This design comes from an exercise in tuning for small area, a short achievable clock period and few clock cycles per item on the open sky130 flow, not from production work.
Function was not checked in any run shown here: the RTL went through the layout flow alone.
Power is estimated from default activity; no workload was simulated.

==> flow/design.v, too long to show whole: its modules and the start of the top module <==
// module mbf_cfg: 99 lines
// module mbf_window: 64 lines
// module mbf_mac: 58 lines
// module mbf_mul_tree: 974 lines
// module mbf_popcnt14: 32 lines
// module median_blend_filter_unit: 150 lines
module median_blend_filter_unit #(
  parameter int WINDOW_MAX = mbf_pkg::WINDOW_MAX_DEF
) (
  input  logic                              clk,
  input  logic                              rst_n,
  input  logic                              in_valid,
  output logic                              in_ready,
  input  logic [mbf_pkg::SAMPLE_W-1:0]      in_sample,
  output logic                              out_valid,
  input  logic                              out_ready,
  output logic [mbf_pkg::SAMPLE_W-1:0]      out_filtered,
  output logic                              out_valid_res,
  input  logic                              cfg_psel,
  input  logic                              cfg_penable,
  input  logic                              cfg_pwrite,
  input  logic [mbf_pkg::CFG_ADDR_W-1:0]    cfg_paddr,
  input  logic [mbf_pkg::CFG_DATA_W-1:0]    cfg_pwdata,
  output logic [mbf_pkg::CFG_DATA_W-1:0]    cfg_prdata,
  output logic                              cfg_pready
);
  // ...
==> flow/run.sh <==
#!/bin/bash
# synth_recipe.tcl (not shown) runs the flow's synth.tcl, then flattens the netlist and writes it again
# the make line also repeats each setting of config.mk as NAME=value (left out here)
make -C /OpenROAD-flow-scripts/flow DESIGN_CONFIG=/design/flow/config.mk WORK_HOME=/design/flow/orfs CLKGATE_MAP_FILE= SYNTH_SCRIPT=/design/flow/synth_recipe.tcl finish
==> flow/config.mk <==
export PLATFORM = sky130hd
export DESIGN_NAME = median_blend_filter_unit
export DESIGN_NICKNAME = median_blend_filter_unit
export VERILOG_FILES = /design/flow/design.v
export SDC_FILE = /design/flow/constraint.sdc
export NUM_CORES = 4
export LEC_CHECK = 0
export CAP_MARGIN = 20
export CORE_MARGIN = 2
export CORE_UTILIZATION = 40
export SETUP_SLACK_MARGIN = 5
export SLEW_MARGIN = 20
==> flow/constraint.sdc <==
create_clock -name core_clock -period 10.0 [get_ports {clk}]
set_input_delay 2.0000 -clock core_clock [delete_from_list [all_inputs] [get_ports {clk}]]
set_output_delay 2.0000 -clock core_clock [all_outputs]
set_load 0.01 [all_outputs]
==> notes.md, run 1 <==
status finished clean; top-count cell post-synth sky130_fd_sc_hd__edfxtp_1; Final setup viols 0; leading power group combinational logic; achievable frequency around 200 MHz; busiest grt layer met2; Die Span Y roughly 420 um; fraction of standard cell area in multi-input logic 49.44%; Crit. End Element register; count of pins on the block boundary approximately 140; Multi-Input Combinational about 4200; Worst-path clk slew 0.06 ns; combined area of all synthesized cells 70620 um^2; Worst Path Arrival 5.73 ns; top routing layer in use met5; cell types with the largest area share after synthesis sky130_fd_sc_hd__edfxtp_1, sky130_fd_sc_hd__fa_1, sky130_fd_sc_hd__ha_1; share of Yosys cell area claimed by the top area cell type a little under two fifths; mean cell area of the mapped netlist between 10 and 15 um^2; shortest period the worst path allows roughly 5.1 ns; Synth cell types 93; cell internal power dissipation between 10 and 15 mW; number of synthesized flops with an enable pin 880; Final period util between 50% and 60%; P_clk approximately 4.2 mW; Seq cells 972; Synth top cells by count sky130_fd_sc_hd__edfxtp_1, sky130_fd_sc_hd__ha_1, sky130_fd_sc_hd__inv_1, sky130_fd_sc_hd__fa_1, sky130_fd_sc_hd__a22oi_1; final hold violations 0; hold bufs inserted after CTS 0; ANT cells 1; total sequential power about 5.6 mW
==> module mbf_cfg, before the edit <==
module mbf_cfg (
  input  logic                                clk,
  input  logic                                rst_n,
  input  logic                                psel,
  input  logic                                penable,
  input  logic                                pwrite,
  input  logic [mbf_pkg::CFG_ADDR_W-1:0]      paddr,
  input  logic [mbf_pkg::CFG_DATA_W-1:0]      pwdata,
  output logic [mbf_pkg::CFG_DATA_W-1:0]      prdata,
  output logic                                pready,
  output logic [4:0]                          n_eff,      
  output logic [14:0]                         old_msk,    
  output logic [3:0]                          k_lo,       
  output logic [3:0]                          k_lo_m1,    
  output logic [3:0]                          k_hi,
  output logic [3:0]                          k_hi_m1,
  output logic [mbf_pkg::NBOOTH-1:0]          bneg,       
  output logic [mbf_pkg::NBOOTH-1:0]          bone,
  output logic [mbf_pkg::NBOOTH-1:0]          btwo
);
  logic [mbf_pkg::LEN_REG_W-1:0] len_r;
  logic [mbf_pkg::WEIGHT_W-1:0]  weight_r;
  logic                          wr_en;
  assign pready = 1'b1;
  assign wr_en  = psel && penable && pwrite;
  always_ff @(posedge clk) begin
    if (!rst_n) begin
      len_r    <= mbf_pkg::LEN_RESET;
      weight_r <= mbf_pkg::WEIGHT_RESET;
    end else if (wr_en) begin
      if (paddr[2]) weight_r <= pwdata[mbf_pkg::WEIGHT_W-1:0];
      else          len_r    <= pwdata[mbf_pkg::LEN_REG_W-1:0];
    end
  end
  assign prdata = paddr[2] ? mbf_pkg::CFG_DATA_W'(weight_r) : mbf_pkg::CFG_DATA_W'(len_r);
  function automatic logic [4:0] clamp_len(logic [4:0] l);
    if (l == 5'd0)       clamp_len = 5'd1;
    else if (l > 5'd16)  clamp_len = 5'd16;
    else                 clamp_len = l;
  endfunction
  logic [4:0]  len_src, n_d;
  logic [16:0] w_src, w_sat;
  logic [18:0] w_ext;
  logic [3:0]  klo_d, khi_d;
  logic [14:0] msk_d;
  logic [mbf_pkg::NBOOTH-1:0] bneg_d, bone_d, btwo_d;
  always_comb begin
    len_src = len_r;
    w_src   = weight_r;
    n_d     = clamp_len(len_src);
    klo_d   = 4'((n_d - 5'd1) >> 1);
    khi_d   = 4'(n_d >> 1);
    for (int j = 0; j < 15; j++) msk_d[j] = (5'(j) < (n_d - 5'd1));
    w_sat = (w_src > mbf_pkg::ONE_Q16) ? mbf_pkg::ONE_Q16 : w_src;
    w_ext = {1'b0, w_sat, 1'b0};
    for (int i = 0; i < mbf_pkg::NBOOTH; i++) begin
      bneg_d[i] = w_ext[2*i+2] && !(w_ext[2*i+1] && w_ext[2*i]);
      bone_d[i] = w_ext[2*i+1] ^ w_ext[2*i];
      btwo_d[i] = (w_ext[2*i+2] && !w_ext[2*i+1] && !w_ext[2*i]) ||
                  (!w_ext[2*i+2] && w_ext[2*i+1] && w_ext[2*i]);
    end
  end
  logic [4:0]  n_r;
  logic [14:0] msk_r;
  logic [3:0]  klo_r, klo_m1_r, khi_r, khi_m1_r;
  logic [mbf_pkg::NBOOTH-1:0] bneg_r, bone_r, btwo_r;
  always_ff @(posedge clk) begin
    if (!rst_n) begin
      n_r      <= 5'd5;
      msk_r    <= 15'b000_0000_0000_1111;
      klo_r    <= 4'd2;
      klo_m1_r <= 4'd1;
      khi_r    <= 4'd2;
      khi_m1_r <= 4'd1;
      bneg_r   <= mbf_pkg::NBOOTH'(1 << 7);
      bone_r   <= mbf_pkg::NBOOTH'(1 << 8);
      btwo_r   <= mbf_pkg::NBOOTH'(1 << 7);
    end else begin
    n_r      <= n_d;
    msk_r    <= msk_d;
    klo_r    <= klo_d;
    klo_m1_r <= (klo_d == 4'd0) ? 4'd15 : klo_d - 4'd1;
    khi_r    <= khi_d;
    khi_m1_r <= (khi_d == 4'd0) ? 4'd15 : khi_d - 4'd1;
    bneg_r   <= bneg_d;
    bone_r   <= bone_d;
    btwo_r   <= btwo_d;
    end
  end
  assign n_eff   = n_r;
  assign old_msk = msk_r;
  assign k_lo    = klo_r;
  assign k_lo_m1 = klo_m1_r;
  assign k_hi    = khi_r;
  assign k_hi_m1 = khi_m1_r;
  assign bneg    = bneg_r;
  assign bone    = bone_r;
  assign btwo    = btwo_r;
endmodule
==> module mbf_window, before the edit <==
module mbf_window (
  input  logic                           clk,
  input  logic                           ins,         
  input  logic                           adv,         
  input  logic [31:0]                    x,
  input  logic [14:0]                    old_msk,
  input  logic [3:0]                     k_lo,
  input  logic [3:0]                     k_lo_m1,
  input  logic [3:0]                     k_hi,
  input  logic [3:0]                     k_hi_m1,
  output logic [15:0][31:0]              hist,
  output logic [15:0]                    sel_lo,
  output logic [15:0]                    sel_hi
);
  logic [15:0][31:0] hist_r;
  logic [15:0][15:0] prec_r;      
  logic [14:0] c_new;              
  logic [14:0][3:0] q;
  logic [14:0] lo_old, hi_old;
  logic        lo_x, hi_x;
  logic [15:0] sel_lo_r, sel_hi_r;
  always_comb begin
    for (int j = 0; j < 15; j++) begin
      c_new[j] = {~hist_r[j][31], hist_r[j][30:0]} < {~x[31], x[30:0]};
    end
  end
  logic [14:0][13:0] pc_in;
  always_comb begin
    for (int i = 0; i < 15; i++) begin
      for (int j = 0; j < 15; j++) begin
        if (j > i)      pc_in[i][j-1] = old_msk[j] & prec_r[i][j];
        else if (j < i) pc_in[i][j]   = old_msk[j] & !prec_r[j][i];
      end
    end
  end
  for (genvar g = 0; g < 15; g++) begin : g_pc
    mbf_popcnt14 u_pc (.a(pc_in[g]), .y(q[g]));
  end
  always_comb begin
    for (int i = 0; i < 15; i++) begin
      lo_old[i] = old_msk[i] && (c_new[i] ? (q[i] == k_lo) : (q[i] == k_lo_m1));
      hi_old[i] = old_msk[i] && (c_new[i] ? (q[i] == k_hi) : (q[i] == k_hi_m1));
    end
    lo_x = ~|lo_old;
    hi_x = ~|hi_old;
  end
  always_ff @(posedge clk) begin
    if (ins) begin
      hist_r[0] <= x;
      for (int i = 1; i < 16; i++) hist_r[i] <= hist_r[i-1];
      for (int j = 1; j < 16; j++) prec_r[0][j] <= c_new[j-1];
      for (int i = 1; i < 16; i++)
        for (int j = i + 1; j < 16; j++)
          prec_r[i][j] <= prec_r[i-1][j-1];
    end
    if (adv) begin
      sel_lo_r <= {lo_old, lo_x};
      sel_hi_r <= {hi_old, hi_x};
    end
  end
  assign hist   = hist_r;
  assign sel_lo = sel_lo_r;
  assign sel_hi = sel_hi_r;
endmodule
==> module mbf_mac, before the edit <==
module mbf_mac (
  input  logic                           clk,
  input  logic                           adv,
  input  logic [15:0][31:0]              hist,
  input  logic [15:0]                    sel_lo,
  input  logic [15:0]                    sel_hi,
  input  logic [mbf_pkg::NBOOTH-1:0]     bneg,
  input  logic [mbf_pkg::NBOOTH-1:0]     bone,
  input  logic [mbf_pkg::NBOOTH-1:0]     btwo,
  output logic [31:0]                    blend
);
  logic [31:0] lo, hi, s;
  logic [33:0] t_sum, t_cy, d2;
  logic [32:0] d_r;
  logic [31:0] s_r;
  always_comb begin
    logic [33:0] lo_x, hi_x, ns_x;
    lo = '0;
    hi = '0;
    for (int i = 0; i < 16; i++) begin
      lo = lo | (hist[i] & {32{sel_lo[i]}});
      hi = hi | (hist[i] & {32{sel_hi[i]}});
    end
    s    = hist[0];
    lo_x = {{2{lo[31]}}, lo};
    hi_x = {{2{hi[31]}}, hi};
    ns_x = ~{s[31], s, 1'b0};
    t_sum = lo_x ^ hi_x ^ ns_x;
    t_cy  = (lo_x & hi_x) | (lo_x & ns_x) | (hi_x & ns_x);
    d2    = t_sum + {t_cy[32:0], 1'b1};
  end
  always_ff @(posedge clk) begin
    if (adv) begin
      d_r <= d2[33:1];
      s_r <= s;
    end
  end
  logic [31:0] row_a, row_b, a_r, b_r;
  logic        c16, c16_r;
  mbf_mul_tree u_tree (
    .d     (d_r),
    .s     (s_r),
    .bneg  (bneg),
    .bone  (bone),
    .btwo  (btwo),
    .row_a (row_a),
    .row_b (row_b),
    .c16   (c16)
  );
  always_ff @(posedge clk) begin
    if (adv) begin
      a_r   <= row_a;
      b_r   <= row_b;
      c16_r <= c16;
    end
  end
  assign blend = a_r + b_r + 32'(c16_r);
endmodule
==> module median_blend_filter_unit, before the edit <==
module median_blend_filter_unit #(
  parameter int WINDOW_MAX = mbf_pkg::WINDOW_MAX_DEF
) (
  input  logic                              clk,
  input  logic                              rst_n,
  input  logic                              in_valid,
  output logic                              in_ready,
  input  logic [mbf_pkg::SAMPLE_W-1:0]      in_sample,
  output logic                              out_valid,
  input  logic                              out_ready,
  output logic [mbf_pkg::SAMPLE_W-1:0]      out_filtered,
  output logic                              out_valid_res,
  input  logic                              cfg_psel,
  input  logic                              cfg_penable,
  input  logic                              cfg_pwrite,
  input  logic [mbf_pkg::CFG_ADDR_W-1:0]    cfg_paddr,
  input  logic [mbf_pkg::CFG_DATA_W-1:0]    cfg_pwdata,
  output logic [mbf_pkg::CFG_DATA_W-1:0]    cfg_prdata,
  output logic                              cfg_pready
);
  logic [4:0]  n_eff;
  logic [14:0] old_msk;
  logic [3:0]  k_lo, k_lo_m1, k_hi, k_hi_m1;
  logic [mbf_pkg::NBOOTH-1:0] bneg, bone, btwo;
  logic        adv;
  logic [31:0] x_r;
  logic        xv_r;
  logic [4:0]  fill_r;
  logic        cv_r, cfull_r;
  logic        dv_r, dfull_r;
  logic        ev_r, efull_r;
  logic        ov_r, sv_r, rdy_r;
  logic [31:0] o_data_r, s_data_r;
  logic        o_res_r, s_res_r;
  logic [15:0][31:0] hist;
  logic [15:0] sel_lo, sel_hi;
  logic [31:0] blend;
  logic        ins;
  logic [4:0]  fill_inc;
  logic        push, pop;
  logic [31:0] new_data;
  logic        new_res;
  mbf_cfg u_cfg (
    .clk     (clk),
    .rst_n   (rst_n),
    .psel    (cfg_psel),
    .penable (cfg_penable),
    .pwrite  (cfg_pwrite),
    .paddr   (cfg_paddr),
    .pwdata  (cfg_pwdata),
    .prdata  (cfg_prdata),
    .pready  (cfg_pready),
    .n_eff   (n_eff),
    .old_msk (old_msk),
    .k_lo    (k_lo),
    .k_lo_m1 (k_lo_m1),
    .k_hi    (k_hi),
    .k_hi_m1 (k_hi_m1),
    .bneg    (bneg),
    .bone    (bone),
    .btwo    (btwo)
  );
  mbf_window u_window (
    .clk     (clk),
    .ins     (ins),
    .adv     (adv),
    .x       (x_r),
    .old_msk (old_msk),
    .k_lo    (k_lo),
    .k_lo_m1 (k_lo_m1),
    .k_hi    (k_hi),
    .k_hi_m1 (k_hi_m1),
    .hist    (hist),
    .sel_lo  (sel_lo),
    .sel_hi  (sel_hi)
  );
  mbf_mac u_mac (
    .clk    (clk),
    .adv    (adv),
    .hist   (hist),
    .sel_lo (sel_lo),
    .sel_hi (sel_hi),
    .bneg   (bneg),
    .bone   (bone),
    .btwo   (btwo),
    .blend  (blend)
  );
  assign adv      = !sv_r;
  assign in_ready = rdy_r;     
  assign ins      = adv && xv_r;
  assign fill_inc = (fill_r == 5'd16) ? fill_r : fill_r + 5'd1;
  always_ff @(posedge clk) begin
    if (adv) x_r <= in_sample;
  end
  always_ff @(posedge clk) begin
    if (!rst_n) begin
      xv_r   <= 1'b0;
      fill_r <= '0;
      cv_r   <= 1'b0;
      dv_r   <= 1'b0;
      ev_r   <= 1'b0;
    end else if (adv) begin
      xv_r <= in_valid;
      if (xv_r) fill_r <= fill_inc;
      cv_r <= xv_r;
      dv_r <= cv_r;
      ev_r <= dv_r;
    end
  end
  always_ff @(posedge clk) begin
    if (adv) begin
      cfull_r <= (fill_inc >= n_eff);
      dfull_r <= cfull_r;
      efull_r <= dfull_r;
    end
  end
  assign push     = adv && ev_r;
  assign pop      = ov_r && out_ready;
  assign new_data = efull_r ? blend : '0;
  assign new_res  = efull_r;
  always_ff @(posedge clk) begin
    if (!rst_n) begin
      ov_r  <= 1'b0;
      sv_r  <= 1'b0;
      rdy_r <= 1'b1;
    end else begin
      ov_r  <= (ov_r && !pop) || push || sv_r;
      sv_r  <= (sv_r && !pop) || (ov_r && !pop && push);
      rdy_r <= !((sv_r && !pop) || (ov_r && !pop && push));
    end
  end
  always_ff @(posedge clk) begin
    if (sv_r) begin
      if (pop) begin
        o_data_r <= s_data_r;
        o_res_r  <= s_res_r;
      end
    end else if (push && (!ov_r || pop)) begin
      o_data_r <= new_data;
      o_res_r  <= new_res;
    end
    if (push && ov_r && !pop) begin
      s_data_r <= new_data;
      s_res_r  <= new_res;
    end
  end
  assign out_valid     = ov_r;
  assign out_filtered  = o_data_r;
  assign out_valid_res = o_res_r;
endmodule
==> run 2: changes to the inputs <==
--- a/flow/design.v
+++ b/flow/design.v
@@ -46,5 +46,9 @@
     end
   end
-  assign prdata = paddr[2] ? mbf_pkg::CFG_DATA_W'(weight_r) : mbf_pkg::CFG_DATA_W'(len_r);
+  logic rd_sel_r;
+  always_ff @(posedge clk) begin
+    rd_sel_r <= paddr[2];
+  end
+  assign prdata = rd_sel_r ? mbf_pkg::CFG_DATA_W'(weight_r) : mbf_pkg::CFG_DATA_W'(len_r);
   function automatic logic [4:0] clamp_len(logic [4:0] l);
     if (l == 5'd0)       clamp_len = 5'd1;
@@ -122,6 +126,6 @@
   input  logic [3:0]                     k_hi_m1,
   output logic [15:0][31:0]              hist,
-  output logic [15:0]                    sel_lo,
-  output logic [15:0]                    sel_hi
+  output logic [14:0]                    sel_lo,    
+  output logic [14:0]                    sel_hi
 );
   logic [15:0][31:0] hist_r;
@@ -130,6 +134,5 @@
   logic [14:0][3:0] q;
   logic [14:0] lo_old, hi_old;
-  logic        lo_x, hi_x;
-  logic [15:0] sel_lo_r, sel_hi_r;
+  logic [14:0] sel_lo_r, sel_hi_r;
   always_comb begin
     for (int j = 0; j < 15; j++) begin
@@ -154,6 +157,4 @@
       hi_old[i] = old_msk[i] && (c_new[i] ? (q[i] == k_hi) : (q[i] == k_hi_m1));
     end
-    lo_x = ~|lo_old;
-    hi_x = ~|hi_old;
   end
   always_ff @(posedge clk) begin
@@ -167,6 +168,6 @@
     end
     if (adv) begin
-      sel_lo_r <= {lo_old, lo_x};
-      sel_hi_r <= {hi_old, hi_x};
+      sel_lo_r <= lo_old;
+      sel_hi_r <= hi_old;
     end
   end
@@ -179,6 +180,6 @@
   input  logic                           adv,
   input  logic [15:0][31:0]              hist,
-  input  logic [15:0]                    sel_lo,
-  input  logic [15:0]                    sel_hi,
+  input  logic [14:0]                    sel_lo,    
+  input  logic [14:0]                    sel_hi,
   input  logic [mbf_pkg::NBOOTH-1:0]     bneg,
   input  logic [mbf_pkg::NBOOTH-1:0]     bone,
@@ -186,28 +187,43 @@
   output logic [31:0]                    blend
 );
-  logic [31:0] lo, hi, s;
-  logic [33:0] t_sum, t_cy, d2;
-  logic [32:0] d_r;
-  logic [31:0] s_r;
+  logic [31:0] lo_o, hi_o, lo, hi, s;
+  logic        lo_x, hi_x;
+  logic [33:0] t_sum, t_cy;
+  logic [33:0] ts_r, tc_r;
+  logic [31:0] s1_r;
   always_comb begin
-    logic [33:0] lo_x, hi_x, ns_x;
-    lo = '0;
-    hi = '0;
-    for (int i = 0; i < 16; i++) begin
-      lo = lo | (hist[i] & {32{sel_lo[i]}});
-      hi = hi | (hist[i] & {32{sel_hi[i]}});
+    logic [33:0] lo_e, hi_e, ns_e;
+    lo_o = '0;
+    hi_o = '0;
+    for (int i = 0; i < 15; i++) begin
+      lo_o = lo_o | (hist[i+1] & {32{sel_lo[i]}});
+      hi_o = hi_o | (hist[i+1] & {32{sel_hi[i]}});
     end
+    lo_x = ~|sel_lo;
+    hi_x = ~|sel_hi;
     s    = hist[0];
-    lo_x = {{2{lo[31]}}, lo};
-    hi_x = {{2{hi[31]}}, hi};
-    ns_x = ~{s[31], s, 1'b0};
-    t_sum = lo_x ^ hi_x ^ ns_x;
-    t_cy  = (lo_x & hi_x) | (lo_x & ns_x) | (hi_x & ns_x);
-    d2    = t_sum + {t_cy[32:0], 1'b1};
+    lo   = lo_x ? s : lo_o;
+    hi   = hi_x ? s : hi_o;
+    lo_e  = {{2{lo[31]}}, lo};
+    hi_e  = {{2{hi[31]}}, hi};
+    ns_e  = ~{s[31], s, 1'b0};
+    t_sum = lo_e ^ hi_e ^ ns_e;
+    t_cy  = {((lo_e[32:0] & hi_e[32:0]) | (lo_e[32:0] & ns_e[32:0]) | (hi_e[32:0] & ns_e[32:0])), 1'b1};
   end
   always_ff @(posedge clk) begin
     if (adv) begin
+      ts_r <= t_sum;
+      tc_r <= t_cy;
+      s1_r <= s;
+    end
+  end
+  logic [33:0] d2;
+  logic [32:0] d_r;
+  logic [31:0] s_r;
+  assign d2 = ts_r + tc_r;
+  always_ff @(posedge clk) begin
+    if (adv) begin
       d_r <= d2[33:1];
-      s_r <= s;
+      s_r <= s1_r;
     end
   end
@@ -1268,4 +1284,5 @@
   logic [4:0]  fill_r;
   logic        cv_r, cfull_r;
+  logic        c2v_r, c2full_r;
   logic        dv_r, dfull_r;
   logic        ev_r, efull_r;
@@ -1274,5 +1291,5 @@
   logic        o_res_r, s_res_r;
   logic [15:0][31:0] hist;
-  logic [15:0] sel_lo, sel_hi;
+  logic [14:0] sel_lo, sel_hi;
   logic [31:0] blend;
   logic        ins;
@@ -1338,4 +1355,5 @@
       fill_r <= '0;
       cv_r   <= 1'b0;
+      c2v_r  <= 1'b0;
       dv_r   <= 1'b0;
       ev_r   <= 1'b0;
@@ -1343,6 +1361,7 @@
       xv_r <= in_valid;
       if (xv_r) fill_r <= fill_inc;
-      cv_r <= xv_r;
-      dv_r <= cv_r;
+      cv_r  <= xv_r;
+      c2v_r <= cv_r;
+      dv_r  <= c2v_r;
       ev_r <= dv_r;
     end
@@ -1350,6 +1369,7 @@
   always_ff @(posedge clk) begin
     if (adv) begin
-      cfull_r <= (fill_inc >= n_eff);
-      dfull_r <= cfull_r;
+      cfull_r  <= (fill_inc >= n_eff);
+      c2full_r <= cfull_r;
+      dfull_r  <= c2full_r;
       efull_r <= dfull_r;
     end
==> flow/flow/run.sh (new file) <==
#!/bin/bash
set -euo pipefail
MARGIN=6.3
sed -e "s/SETUP_SLACK_MARGIN=5 /SETUP_SLACK_MARGIN=$MARGIN /" standard.sh > standard_margin.sh
grep -q "SETUP_SLACK_MARGIN=$MARGIN " standard_margin.sh
bash standard_margin.sh > flow.log 2>&1
==> flow/standard.sh (new file) <==
#!/bin/bash
# synth_recipe.tcl (not shown) runs the flow's synth.tcl, then flattens the netlist and writes it again
# the make line also repeats each setting of config.mk as NAME=value (left out here)
make -C /OpenROAD-flow-scripts/flow DESIGN_CONFIG=/design/flow/config.mk WORK_HOME=/design/flow/orfs CLKGATE_MAP_FILE= SYNTH_SCRIPT=/design/flow/synth_recipe.tcl "${@:-finish}"
removed: flow/run.sh
==> run 2 against run 1 <==
Sequential cell count is 99 higher. Cell count is 3.5% higher. Hold slack worse by 0.037 ns. Register-to-register slack better by 1.1 ns. Still clean on timing, DRC and antenna. Critical path type unchanged.
==> notes.md, run 2 <==
number of flip-flops in the largest register 512; number of levels the H-tree was split into 3; sequential share of the synthesized area between 40% and 50%; number of vias after detailed routing 55840; detailed-route wire length between 200000 and 300000 um; HPWL after detailed placement approximately 170000 um; number of buffers added by the clock tree synthesis step around 120; die footprint 185900 um^2; critical path launch point type register; Final setup viols 0 (unchanged); achievable frequency 249.4 MHz (+28%); Std-Cell Core Area approximately 180000 um^2; status finished clean; Die Span Y 431.1 um (+1.6%); count of pins on the block boundary 142 (unchanged); Max Fanout on Critical Path 25; first-pass iteration count of the detailed router 10; cell area power density approximately 220 nW/um^2; combined area of all synthesized cells 72970 um^2 (+3.3%); maximum number of pins on one net before global-route repair 163; first-pass GRT wire length roughly 370000 um; clock sink total 1071; Via density 6.225; Synth cell types 82 (-12%); largest registers u_window.hist_r x512, u_window.prec_r x105; top-count cell post-synth sky130_fd_sc_hd__edfxtp_1; Synth-to-Final Area Change 16.80%; cell internal power dissipation 11.75 mW (+4.0%); IR Drop Worst-Case VDD between 150 and 200 uV; class of the most critical setup path register to register; post-synthesis instance total 6202; type of the worst min-delay path register to register; vias in the first global route about 55000; ratio of cells with drive above 1 in the final layout between 10% and 20%; Sequential Power Share about a third; count of warnings emitted by yosys 4; antenna viol nets, final 0; Core Rows between 150 and 200; leading cell type in the layout, fill and taps excluded sky130_fd_sc_hd__edfxtp_1; die width 431.1 um; Congestion Overflow GR 0; commonest non-fill, non-tap cells in the layout sky130_fd_sc_hd__edfxtp_1, sky130_fd_sc_hd__ha_1, sky130_fd_sc_hd__a22oi_1; share of Yosys cell area claimed by the top area cell type 40.21% (+2.8 points); hold bufs inserted after CTS 0 (unchanged); Max clock buf depth 3; clock tree from TritonCTS done; port bufs 108; cell types with the largest area share after synthesis sky130_fd_sc_hd__edfxtp_1, sky130_fd_sc_hd__fa_1, sky130_fd_sc_hd__ha_1; initial cell density of the core 40.33%; # fillers about 16000; gp weighted congestion between 0.9 and 1; antenna violations before repair 7; transition at the pin with the smallest max-transition slack roughly 1.1 ns; total of max-cap violations 0; Relative slew margins a little over a quarter; Crit. End Element register; number of synthesized flops with an enable pin 977 (+11%); Worst Path Arrival 4.51 ns (-1.22 ns); fraction of power spent switching nets between 30% and 40%; data required time of the worst path 10.50 ns; library cell used as clock root buffer sky130_fd_sc_hd__clkbuf_16; count of routing violations after the opening detailed-route iteration between 7000 and 8000; fraction of registers with async set/reset 0%; Sequential cell area ~31000 um^2; Worst-path clk slew 0.07 ns (about the same); leakage power summed over all cells 33.02 nW; part of the total power dissipated in combinational logic between 40 and 50%; Seq cells post-synth roughly 1100; mean cell area of the mapped netlist 11.77 um^2 (+2.0%); setup repair after global routing missed its margin yes; number of nets in the layout 7598; ys flop type sky130_fd_sc_hd__edfxtp_1; cell taking the most area after synthesis sky130_fd_sc_hd__edfxtp_1; multi-input combinational cell area about 40000 um^2; register with the most flip-flops u_window.hist_r; final hold violations 0 (unchanged); Fin Clk Skew 0.04354 ns; Final period util 40.10% (-11 points); number of pins exceeding their max-slew limit in the final report 0; Hold Slack ~0.41 ns; DRC errors left 0; Synth top cells by count sky130_fd_sc_hd__edfxtp_1, sky130_fd_sc_hd__ha_1, sky130_fd_sc_hd__a22oi_1, sky130_fd_sc_hd__inv_1, sky130_fd_sc_hd__fa_1; shortest period the worst path allows 4.010 ns (-1.118 ns); average wire per cell in the routed design around 28 um; total power draw ~19 mW; switching power between 7 and 8 mW; clock network latency to the later pin of the worst-skew pair slightly below 0.8 ns; total routing usage reported by global routing between 20% and 30%; proportion of power drawn by the clock network roughly a quarter
==> run 2: changes by cell type in the layout (fill, tap and decap cells not counted), sizes merged, moves of 42 or more <==
cell and change:
mux2i +46, inv -84, buf +198, a221oi -187
a22oi +230, edfxtp +97, a211oi +42, o22a +58
a22o -178, a222oi +64, xnor2 -68
==> run 2: final timing paths <==
path	start	endpoint	slack [ns]	depth (start not counted)
worst max register to register	u_cfg.bneg_r[5]	u_mac.c16_r	5.99	11
worst min register to register	u_mac.s1_r[20]	u_mac.s_r[20]	0.41	0
worst max-delay path	u_cfg.bneg_r[5]	u_mac.c16_r	5.99	11
worst min-delay path	u_mac.s1_r[20]	u_mac.s_r[20]	0.41	0
==> run 2: power groups by stage <==
stage	registers [mW]	clock network [mW]	logic (mW)
4_1_cts	6.26	4.68	7.70
3_3_place_gp	6.70	0	6.78
3_5_place_dp	6.70	0	6.91
5_1_grt	6.32	4.85	8.87
2_1_floorplan	6.12	0	5.17
6_report	6.28	4.62	8.12
==> run 2: critical path, stage by stage (launching register included) <==
cell                      delay [ns]
sky130_fd_sc_hd__dfxtp_2        0.58
sky130_fd_sc_hd__buf_8          0.33
sky130_fd_sc_hd__xnor2_1        0.18
sky130_fd_sc_hd__fa_1           0.46
sky130_fd_sc_hd__fa_1           0.40
sky130_fd_sc_hd__inv_1          0.09
sky130_fd_sc_hd__fa_1           0.44
sky130_fd_sc_hd__fa_1           0.51
sky130_fd_sc_hd__inv_1          0.05
sky130_fd_sc_hd__ha_1           0.33
sky130_fd_sc_hd__a21oi_1        0.21
sky130_fd_sc_hd__o21ai_1        0.12
==> run 2: area by class of cell <==
cell class / instances / share of cell area (%)
antenna: 5 / 0.01468
clock inverter: 77 / 0.9734
tap: 2370 / 3.479
multi-input combinational: 4258 / 46.76
timing repair inverter: 1 / 0.008809
inverter: 504 / 2.326
clock buffer: 147 / 3.785
sequential: 1071 / 36.74
timing repair buffer: 537 / 5.915
==> run 2: logic make-up after synthesis <==
family                     after synthesis  share of synthesized area, %
AOI/OAI and AO/OA                     1577                         15.74
and+or+nand+nor                       1075                         7.718
DFF                                   1071                         42.79
adders and majority gates             1033                         22.10
buffers and inverters                  888                         4.726
xor gates and xnor gates               431                         5.173
muxes                                  125                         1.749
other                                    2                       0.01029
==> run 2: timing repair <==
item	CTS	global route
gates resized for setup	357	255
setup buffers	243	55
endpoints found under the setup margin	104	230
gates cloned	4	4
pin swaps	117	136
hold endpoints to repair	0	0
==> run 2: per-layer routing <==
| metal | global-route usage [%] | part of all wire, % |
|---|---|---|
| met4 | 12.29 | 5.6 |
| met1 | 34.94 | 39 |
| met3 | 8.018 | 12 |
| met2 | 40.00 | 43 |
| met5 | 0.5985 | 0.11 |
==> run 2: stage by stage <==
stage                     utilization (%)  cells  instance area (um^2)  setup WS, ns  TNS (ns)
after detailed placement            42.33   8434                 76590         5.128         0
after global placement              42.33   8434                 76590         5.170         0
final                               47.10   8970                 85220         5.990         0
after CTS                           46.31   8905                 83790         6.002         0
after floorplan                         -   6216                 73330       -0.2394   -147.73
after global routing                47.09   8965                 85210         5.856         0

port drivers added, routing unchanged:
Ports are ideal in the flow. The routed layouts listed here were re-timed in OpenROAD.
Step 1 assumes that a clkbuf_16 drives the clock port and a buf_2 every other input.
Step 2 adds t to the input delays and takes it off the output delays; t is the mean of the earliest and latest rising clock arrival at the registers after step 1. Input paths then give back, and output paths get back, about the clock's delay inside the block.
Three values: no drivers, after step 1, after step 2; two values: the first two.
run	t (ns)	setup slack, ns	worst setup path after step 2
run 1	0.851	4.872 / 4.872 / 4.872	register to register
run 2	0.844	5.990 / 5.990 / 5.959	input to register
After both steps every run listed still meets setup and hold. The setup slack of run 2, which loses most, moves by 0.000 ns with the drivers and by -0.031 ns with both steps.
